What follows belongs to an exercise in optimizing a design on an open flow for small area, a short achievable clock period and few clock cycles per item; a production flow would make more cautious choices. In this exercise RTL edits were held to simulation tests only and were not proved equivalent to the original.

==> inputs of run a <==
==> flow/design.v <==
package swmm_pkg;
  localparam logic KIND_PUSH  = 1'b0;
  localparam logic KIND_CLEAR = 1'b1;
  localparam logic [1:0] OP_PUSH  = 2'd0;
  localparam logic [1:0] OP_CLEAR = 2'd1;
  localparam logic [1:0] OP_CFG   = 2'd2;
endpackage
module swmm_ctrl (
  input  logic out_valid,
  input  logic out_ready,
  input  logic in_valid,
  output logic in_ready,
  input  logic cfg_valid,
  output logic cfg_ready,
  output logic adv,
  output logic in_take,
  output logic cfg_take
);
  always_comb begin
    adv       = !(out_valid && !out_ready);
    in_ready  = adv && !cfg_valid;
    cfg_ready = adv;
    in_take   = in_valid && in_ready;
    cfg_take  = cfg_valid && cfg_ready;
  end
endmodule
module swmm_datapath (
  input  logic               clk,
  input  logic               rst,
  input  logic               adv,
  input  logic               in_take,
  input  logic               cfg_take,
  input  logic               in_kind,
  input  logic signed [31:0] in_sample,
  input  logic        [6:0]  cfg_data,
  output logic               out_valid,
  output logic        [6:0]  out_count,
  output logic signed [37:0] out_sum,
  output logic signed [31:0] out_mean,
  output logic signed [31:0] out_min,
  output logic signed [31:0] out_max
);
  localparam int NST = 9;
  localparam logic [NST*8-1:0] CUM = {8'd16, 8'd15, 8'd13, 8'd11, 8'd9, 8'd7, 8'd5, 8'd3, 8'd1};
  function automatic logic [7:0] div4(input logic [5:0] r, input logic [1:0] b,
                                      input logic [6:0] d, input logic [7:0] d3);
    logic [7:0] t;
    logic [8:0] t1;
    logic [8:0] t2;
    logic [8:0] t3;
    t  = {r, b};
    t1 = {1'b0, t} - {2'b00, d};
    t2 = {1'b0, t} - {1'b0, d, 1'b0};
    t3 = {1'b0, t} - {1'b0, d3};
    div4 = ({8{!t3[8]}}           & {2'd3, t3[5:0]})
         | ({8{!t2[8] &&  t3[8]}} & {2'd2, t2[5:0]})
         | ({8{!t1[8] &&  t2[8]}} & {2'd1, t1[5:0]})
         | ({8{ t1[8]}}           & {2'd0, t[5:0]});
  endfunction
  function automatic logic lt32(input logic [31:0] a, input logic [31:0] b);
    logic [31:0] g;
    logic [31:0] l;
    logic [31:0] ua;
    logic [31:0] ub;
    ua = {~a[31], a[30:0]};
    ub = {~b[31], b[30:0]};
    g  = ua & ~ub;
    l  = ~ua & ub;
    for (int w = 16; w >= 1; w = w / 2) begin
      for (int i = 0; i < w; i++) begin
        g[i] = g[2*i+1] | (~l[2*i+1] & g[2*i]);
        l[i] = l[2*i+1] | (~g[2*i+1] & l[2*i]);
      end
    end
    lt32 = l[0];
  endfunction
  function automatic logic seg_src(input logic [5:0] l, input int j, input int c);
    logic hit;
    hit = 1'b1;
    for (int i = 0; i < 6; i++) begin
      if (i < j && i >= c && l[i]) hit = 1'b0;
    end
    if (c > 0 && !l[c-1]) hit = 1'b0;
    seg_src = hit;
  endfunction
  function automatic logic [37:0] add38(input logic [37:0] a, input logic [37:0] b, input logic ci);
    logic [37:0] g;
    logic [37:0] p;
    logic [37:0] h;
    g = a & b;
    p = a ^ b;
    h = p;
    g[0] = g[0] | (p[0] & ci);
    for (int l = 0; l < 6; l++) begin
      for (int i = 0; i < 38; i++) begin
        if (((i >> l) & 1) == 1) begin
          g[i] = g[i] | (p[i] & g[((i >> (l + 1)) << (l + 1)) + (1 << l) - 1]);
          p[i] = p[i] & p[((i >> (l + 1)) << (l + 1)) + (1 << l) - 1];
        end
      end
    end
    add38 = h ^ {g[36:0], ci};
  endfunction
  logic [31:0] r_x;
  assign r_x = in_sample;
  logic [31:0] mem [64];
  logic [63:0] fmin;
  logic [63:0] fmax;
  logic [6:0]  cnt;
  logic [7:0]  cnt3;       
  logic [5:0]  lm1;        
  logic [37:0] sum;
  logic        min_ev;     
  logic        max_ev;
  logic        b_v;        
  logic        do_push;
  logic        do_empty;
  logic        full;       
  logic [31:0] e_r;        
  logic [31:0] e_next;
  logic [63:0] lt;
  logic [63:0] gmin;
  logic [63:0] gmax;
  logic [31:0] din  [7];
  logic        gnin [7];
  logic        gxin [7];
  logic        fnin [7];
  logic        fxin [7];
  logic [63:0] fmin_n;
  logic [63:0] fmax_n;
  logic [5:0]  lm1_cfg;
  logic [37:0] add_x;
  logic [37:0] add_e;
  logic [37:0] cs_s;
  logic [37:0] cs_c;
  always_comb begin
    do_push  = in_take && (in_kind == swmm_pkg::KIND_PUSH);
    do_empty = cfg_take || (in_take && (in_kind == swmm_pkg::KIND_CLEAR));
    if (lm1 == 6'd0)      e_next = r_x;
    else if (lm1 == 6'd1) e_next = mem[0];
    else begin
      e_next = '0;
      for (int j = 1; j < 6; j++) begin
        if ((lm1 >> (j + 1)) == 6'd0 && lm1[j]) e_next = mem[(2 << j) - 2];
      end
    end
    for (int k = 0; k < 64; k++) begin
      lt[k]   = lt32(r_x, mem[k]);
      gmin[k] = fmin[k] && !lt[k];
      gmax[k] = fmax[k] && lt[k];
    end
    for (int j = 0; j < 7; j++) begin
      din[j]  = '0;
      gnin[j] = 1'b0;
      gxin[j] = 1'b0;
      fnin[j] = 1'b0;
      fxin[j] = 1'b0;
      for (int c = 0; c <= j; c++) begin
        if (seg_src(lm1, j, c)) begin
          din[j]  = din[j]  | mem[(1 << c) - 1];
          gnin[j] = gnin[j] | gmin[(1 << c) - 1];
          gxin[j] = gxin[j] | gmax[(1 << c) - 1];
          fnin[j] = fnin[j] | fmin[(1 << c) - 1];
          fxin[j] = fxin[j] | fmax[(1 << c) - 1];
        end
      end
    end
    fmin_n    = {gmin[62:0], 1'b1};
    fmax_n    = {gmax[62:0], 1'b1};
    for (int j = 0; j < 6; j++) begin
      fmin_n[1 << j] = lm1[j] && gnin[j];
      fmax_n[1 << j] = lm1[j] && gxin[j];
    end
    add_x = {{6{r_x[31]}}, r_x};
    add_e = ~(full ? {{6{e_r[31]}}, e_r} : 38'd0);
    cs_s  = sum ^ add_x ^ add_e;
    cs_c  = {(sum[36:0] & add_x[36:0]) | (sum[36:0] & add_e[36:0]) | (add_x[36:0] & add_e[36:0]), 1'b1};
    if (cfg_data == 7'd0)       lm1_cfg = 6'd0;
    else if (cfg_data > 7'd64)  lm1_cfg = 6'd63;
    else                        lm1_cfg = cfg_data[5:0] - 6'd1;
  end
  always_ff @(posedge clk) begin
    if (do_push) begin
      e_r    <= e_next;
      mem[0] <= r_x;
      for (int k = 1; k < 64; k++) begin
        mem[k] <= mem[k-1];
      end
      for (int j = 0; j < 6; j++) begin
        mem[1 << j] <= din[j];
      end
    end
  end
  always_ff @(posedge clk) begin
    if (rst) begin
      fmin   <= '0;
      fmax   <= '0;
      cnt    <= '0;
      cnt3   <= '0;
      full   <= 1'b0;
      lm1    <= 6'd63;
      sum    <= '0;
      min_ev <= 1'b0;
      max_ev <= 1'b0;
    end else if (do_empty) begin
      fmin   <= '0;
      fmax   <= '0;
      cnt    <= '0;
      cnt3   <= '0;
      full   <= 1'b0;
      sum    <= '0;
      min_ev <= 1'b0;
      max_ev <= 1'b0;
      if (cfg_take) begin
        lm1 <= lm1_cfg;
      end
    end else if (do_push) begin
      fmin   <= fmin_n;
      fmax   <= fmax_n;
      cnt    <= full ? cnt : cnt + 7'd1;
      cnt3   <= full ? cnt3 : cnt3 + 8'd3;
      full   <= full || (cnt == {1'b0, lm1});
      sum    <= add38(cs_s, cs_c, 1'b0);
      min_ev <= full && fnin[6];
      max_ev <= full && fxin[6];
    end
  end
  always_ff @(posedge clk) begin
    if (rst) begin
      b_v <= 1'b0;
    end else if (adv) begin
      b_v <= in_take;
    end
  end
  logic [63:0] sel;
  logic [63:0] sfx;
  logic [63:0] oh;
  logic [31:0] port;
  logic        only0_min;
  logic        only0_max;
  logic [31:0] minv;
  logic [31:0] maxv;
  logic [31:0] p_mn [NST];
  logic [31:0] p_mx [NST];
  always_comb begin
    sfx = fmin;
    sel = fmax;
    for (int sh = 1; sh < 64; sh = sh * 2) begin
      sfx = sfx | (sfx >> sh);
      sel = sel | (sel >> sh);
    end
    oh   = min_ev ? (fmin & ~(sfx >> 1)) : (fmax & ~(sel >> 1));
    port = '0;
    for (int k = 0; k < 64; k++) begin
      port = port | (oh[k] ? mem[k] : 32'd0);
    end
    only0_min = !(|fmin[63:1]);
    only0_max = !(|fmax[63:1]);
    if (cnt == 7'd0)     minv = '0;
    else if (min_ev)     minv = port;
    else if (only0_min)  minv = mem[0];
    else                 minv = p_mn[0];
    if (cnt == 7'd0)     maxv = '0;
    else if (max_ev)     maxv = port;
    else if (only0_max)  maxv = mem[0];
    else                 maxv = p_mx[0];
  end
  logic        p_v   [NST];
  logic [37:0] p_sum [NST];
  logic [6:0]  p_cnt [NST];
  logic [7:0]  p_d3  [NST];
  logic [5:0]  p_r   [NST];
  logic [31:0] p_q   [NST];
  logic        i_v   [NST];
  logic [37:0] i_sum [NST];
  logic [6:0]  i_cnt [NST];
  logic [7:0]  i_d3  [NST];
  logic [5:0]  i_r   [NST];
  logic [31:0] i_q   [NST];
  logic [31:0] i_mn  [NST];
  logic [31:0] i_mx  [NST];
  always_comb begin
    i_v[0]   = b_v;
    i_sum[0] = {sum[37], sum[36:0] ^ {37{sum[37]}}};
    i_cnt[0] = cnt;
    i_d3[0]  = cnt3;
    i_r[0]   = {1'b0, sum[36:32] ^ {5{sum[37]}}};
    i_q[0]   = '0;
    i_mn[0]  = minv;
    i_mx[0]  = maxv;
    for (int s = 1; s < NST; s++) begin
      i_v[s]   = p_v[s-1];
      i_sum[s] = p_sum[s-1];
      i_cnt[s] = p_cnt[s-1];
      i_d3[s]  = p_d3[s-1];
      i_r[s]   = p_r[s-1];
      i_q[s]   = p_q[s-1];
      i_mn[s]  = p_mn[s-1];
      i_mx[s]  = p_mx[s-1];
    end
  end
  for (genvar s = 0; s < NST; s++) begin : g_st
    localparam int C0 = (s == 0) ? 0 : CUM[((s == 0) ? 0 : s - 1)*8 +: 8];
    localparam int C1 = CUM[s*8 +: 8];
    logic [5:0]  r;
    logic [31:0] q;
    logic [31:0] dd;
    logic [7:0]  st;
    always_comb begin
      dd = i_sum[s][31:0];
      r  = i_r[s];
      q  = i_q[s];
      for (int t = C0; t < C1; t++) begin
        st = div4(r, dd[31-2*t -: 2], i_cnt[s], i_d3[s]);
        r  = st[5:0];
        q  = {q[29:0], st[7:6]};
      end
      if (s == NST - 1) begin
        if (i_cnt[s] == 7'd0)                        q = '0;
        else if (!i_sum[s][37])                      q = q;
        else if ({1'b0, r} == i_cnt[s] - 7'd1)       q = ~q;
        else                                         q = ~q + 32'd1;
      end
    end
    always_ff @(posedge clk) begin
      if (rst) begin
        p_v[s] <= 1'b0;
      end else if (adv) begin
        p_v[s] <= i_v[s];
      end
    end
    always_ff @(posedge clk) begin
      if (adv && i_v[s]) begin
        p_sum[s] <= i_sum[s];
        p_cnt[s] <= i_cnt[s];
        p_d3[s]  <= i_d3[s];
        p_r[s]   <= r;
        p_q[s]   <= q;
        p_mn[s]  <= i_mn[s];
        p_mx[s]  <= i_mx[s];
      end
    end
  end
  always_comb begin
    out_valid = p_v[NST-1];
    out_count = p_cnt[NST-1];
    out_sum   = {p_sum[NST-1][37], p_sum[NST-1][36:0] ^ {37{p_sum[NST-1][37]}}};
    out_mean  = p_q[NST-1];
    out_min   = p_mn[NST-1];
    out_max   = p_mx[NST-1];
  end
endmodule
module sliding_window_min_max_mean_core #(
  parameter int MAX_WINDOW  = 64,
  parameter int SAMPLE_BITS = 32,
  parameter int ADDR_W      = $clog2(MAX_WINDOW),
  parameter int CNT_W       = $clog2(MAX_WINDOW + 1),
  parameter int SUM_W       = SAMPLE_BITS + ADDR_W
) (
  input  logic                          clk,
  input  logic                          rst,
  input  logic                          in_valid,
  output logic                          in_ready,
  input  logic                          in_kind,
  input  logic signed [SAMPLE_BITS-1:0] in_sample,
  input  logic                          cfg_valid,
  output logic                          cfg_ready,
  input  logic        [CNT_W-1:0]       cfg_data,
  output logic                          out_valid,
  input  logic                          out_ready,
  output logic        [CNT_W-1:0]       out_count,
  output logic signed [SUM_W-1:0]       out_sum,
  output logic signed [SAMPLE_BITS-1:0] out_mean,
  output logic signed [SAMPLE_BITS-1:0] out_min,
  output logic signed [SAMPLE_BITS-1:0] out_max
);
  logic adv;
  logic in_take;
  logic cfg_take;
  swmm_ctrl u_ctrl (
    .out_valid (out_valid),
    .out_ready (out_ready),
    .in_valid  (in_valid),
    .in_ready  (in_ready),
    .cfg_valid (cfg_valid),
    .cfg_ready (cfg_ready),
    .adv       (adv),
    .in_take   (in_take),
    .cfg_take  (cfg_take)
  );
  swmm_datapath u_datapath (
    .clk       (clk),
    .rst       (rst),
    .adv       (adv),
    .in_take   (in_take),
    .cfg_take  (cfg_take),
    .in_kind   (in_kind),
    .in_sample (in_sample),
    .cfg_data  (cfg_data),
    .out_valid (out_valid),
    .out_count (out_count),
    .out_sum   (out_sum),
    .out_mean  (out_mean),
    .out_min   (out_min),
    .out_max   (out_max)
  );
endmodule
==> flow/run.sh <==
#!/bin/bash
# synth_recipe.tcl (not shown) runs the flow's synth.tcl, then flattens the netlist and writes it again
# the make line also repeats each setting of config.mk as NAME=value (left out here)
make -C /OpenROAD-flow-scripts/flow DESIGN_CONFIG=/design/flow/config.mk WORK_HOME=/design/flow/orfs CLKGATE_MAP_FILE= SYNTH_SCRIPT=/design/flow/synth_recipe.tcl finish
==> flow/config.mk <==
export PLATFORM = sky130hd
export DESIGN_NAME = sliding_window_min_max_mean_core
export DESIGN_NICKNAME = sliding_window_min_max_mean_core
export VERILOG_FILES = /design/flow/design.v
export SDC_FILE = /design/flow/constraint.sdc
export NUM_CORES = 4
export LEC_CHECK = 0
export CAP_MARGIN = 20
export CORE_MARGIN = 2
export CORE_UTILIZATION = 40
export CTS_BUF_LIST = sky130_fd_sc_hd__clkbuf_8
export PLACE_DENSITY = 0.6
export SETUP_SLACK_MARGIN = 1.3
export SLEW_MARGIN = 20
==> flow/constraint.sdc <==
create_clock -name core_clock -period 6.0 [get_ports {clk}]
set_input_delay 1.2000 -clock core_clock [delete_from_list [all_inputs] [get_ports {clk}]]
set_output_delay 1.2000 -clock core_clock [all_outputs]
set_load 0.01 [all_outputs]
==> run b: changes against run a <==
--- a/flow/design.v
+++ b/flow/design.v
@@ -43,3 +43,3 @@
   localparam int NST = 9;
-  localparam logic [NST*8-1:0] CUM = {8'd16, 8'd15, 8'd13, 8'd11, 8'd9, 8'd7, 8'd5, 8'd3, 8'd1};
+  localparam logic [NST*8-1:0] CUM = {8'd16, 8'd16, 8'd14, 8'd12, 8'd10, 8'd8, 8'd6, 8'd4, 8'd2};
   function automatic logic [7:0] div4(input logic [5:0] r, input logic [1:0] b,
@@ -54,6 +54,6 @@
     t3 = {1'b0, t} - {1'b0, d3};
-    div4 = ({8{!t3[8]}}           & {2'd3, t3[5:0]})
-         | ({8{!t2[8] &&  t3[8]}} & {2'd2, t2[5:0]})
-         | ({8{!t1[8] &&  t2[8]}} & {2'd1, t1[5:0]})
-         | ({8{ t1[8]}}           & {2'd0, t[5:0]});
+    if (!t3[8])      div4 = {2'd3, t3[5:0]};
+    else if (!t2[8]) div4 = {2'd2, t2[5:0]};
+    else if (!t1[8]) div4 = {2'd1, t1[5:0]};
+    else             div4 = {2'd0, t[5:0]};
   endfunction
@@ -117,5 +117,3 @@
   logic        do_empty;
-  logic        full;       
-  logic [31:0] e_r;        
-  logic [31:0] e_next;
+  logic        full;
   logic [63:0] lt;
@@ -138,10 +136,3 @@
     do_empty = cfg_take || (in_take && (in_kind == swmm_pkg::KIND_CLEAR));
-    if (lm1 == 6'd0)      e_next = r_x;
-    else if (lm1 == 6'd1) e_next = mem[0];
-    else begin
-      e_next = '0;
-      for (int j = 1; j < 6; j++) begin
-        if ((lm1 >> (j + 1)) == 6'd0 && lm1[j]) e_next = mem[(2 << j) - 2];
-      end
-    end
+    full     = (cnt == {1'b0, lm1} + 7'd1);
     for (int k = 0; k < 64; k++) begin
@@ -174,3 +165,3 @@
     add_x = {{6{r_x[31]}}, r_x};
-    add_e = ~(full ? {{6{e_r[31]}}, e_r} : 38'd0);
+    add_e = ~(full ? {{6{din[6][31]}}, din[6]} : 38'd0);
     cs_s  = sum ^ add_x ^ add_e;
@@ -183,3 +174,2 @@
     if (do_push) begin
-      e_r    <= e_next;
       mem[0] <= r_x;
@@ -199,3 +189,2 @@
       cnt3   <= '0;
-      full   <= 1'b0;
       lm1    <= 6'd63;
@@ -209,3 +198,2 @@
       cnt3   <= '0;
-      full   <= 1'b0;
       sum    <= '0;
@@ -221,3 +209,2 @@
       cnt3   <= full ? cnt3 : cnt3 + 8'd3;
-      full   <= full || (cnt == {1'b0, lm1});
       sum    <= add38(cs_s, cs_c, 1'b0);
@@ -245,9 +232,8 @@
   always_comb begin
-    sfx = fmin;
-    sel = fmax;
+    sel = min_ev ? fmin : fmax;
+    sfx = sel;
     for (int sh = 1; sh < 64; sh = sh * 2) begin
       sfx = sfx | (sfx >> sh);
-      sel = sel | (sel >> sh);
     end
-    oh   = min_ev ? (fmin & ~(sfx >> 1)) : (fmax & ~(sel >> 1));
+    oh   = sel & ~(sfx >> 1);
     port = '0;
@@ -283,3 +269,3 @@
     i_v[0]   = b_v;
-    i_sum[0] = {sum[37], sum[36:0] ^ {37{sum[37]}}};
+    i_sum[0] = sum;
     i_cnt[0] = cnt;
@@ -309,3 +295,3 @@
     always_comb begin
-      dd = i_sum[s][31:0];
+      dd = i_sum[s][31:0] ^ {32{i_sum[s][37]}};
       r  = i_r[s];
@@ -346,3 +332,3 @@
     out_count = p_cnt[NST-1];
-    out_sum   = {p_sum[NST-1][37], p_sum[NST-1][36:0] ^ {37{p_sum[NST-1][37]}}};
+    out_sum   = p_sum[NST-1];
     out_mean  = p_q[NST-1];
--- a/flow/config.mk
+++ b/flow/config.mk
@@ -10,5 +10,4 @@
 export CORE_UTILIZATION = 40
-export CTS_BUF_LIST = sky130_fd_sc_hd__clkbuf_8
 export PLACE_DENSITY = 0.6
-export SETUP_SLACK_MARGIN = 1.3
+export SETUP_SLACK_MARGIN = 1.0
 export SLEW_MARGIN = 20
==> metrics.log <==
INFO  metric status = finished clean
INFO  metric area_growth_syn_to_layout = 16.74%
INFO  metric cts_buffers = 387
INFO  metric clk_latency = 1.00 ns
INFO  metric place.gp.congestion = 1.026
INFO  metric worstHoldPathCells = 0
INFO  metric switching_share = 0.2564
INFO  metric insertedDiodeCount = 18
The numbers above come from run b.

==> metrics.log <==
INFO  metric status = finished clean
INFO  metric area_growth_syn_to_layout = 16.38%
INFO  metric switching_share = 0.2770
INFO  metric insertedDiodeCount = 80
INFO  metric worstHoldPathCells = 1
The numbers above come from run a.

Testbench counts of run a, summed over its fixed seeds: cycles 12,944, items 12,800.
Testbench counts of run b, summed over its fixed seeds: cycles 12,944, items 12,800.

-- re-timing with driven ports --
No port has a modelled driver above. Below, the same layouts with a new extraction and two added sets of constraints.
Step 1 sets driving cells, clkbuf_16 on the clock port and buf_2 on the other inputs (assumed; they add their load-dependent delay and slew).
Step 2, shift: input delay + t, output delay - t, t = (earliest + latest rising clock arrival at the registers) / 2. This alone moves slack from input paths to output paths.
a / b / c = ideal / step 1 / step 2; a / b = the first two.
run	t (ns)	slack for setup (ns)	hold slack, ns	slew at the worst register clock pin (ns)
run a	1.441	1.049 / 1.049 / 0.110	0.345 / 0.266 / 0.389	0.09 / 0.09
run b	1.080	0.474 / 0.474 / 0.063	0.402 / 0.402 / 0.402	0.07 / 0.07
After both steps setup and hold are still met in every run listed. For run a, which loses most, drivers alone change the setup slack by 0.000 ns; drivers and shift together by -0.939 ns.
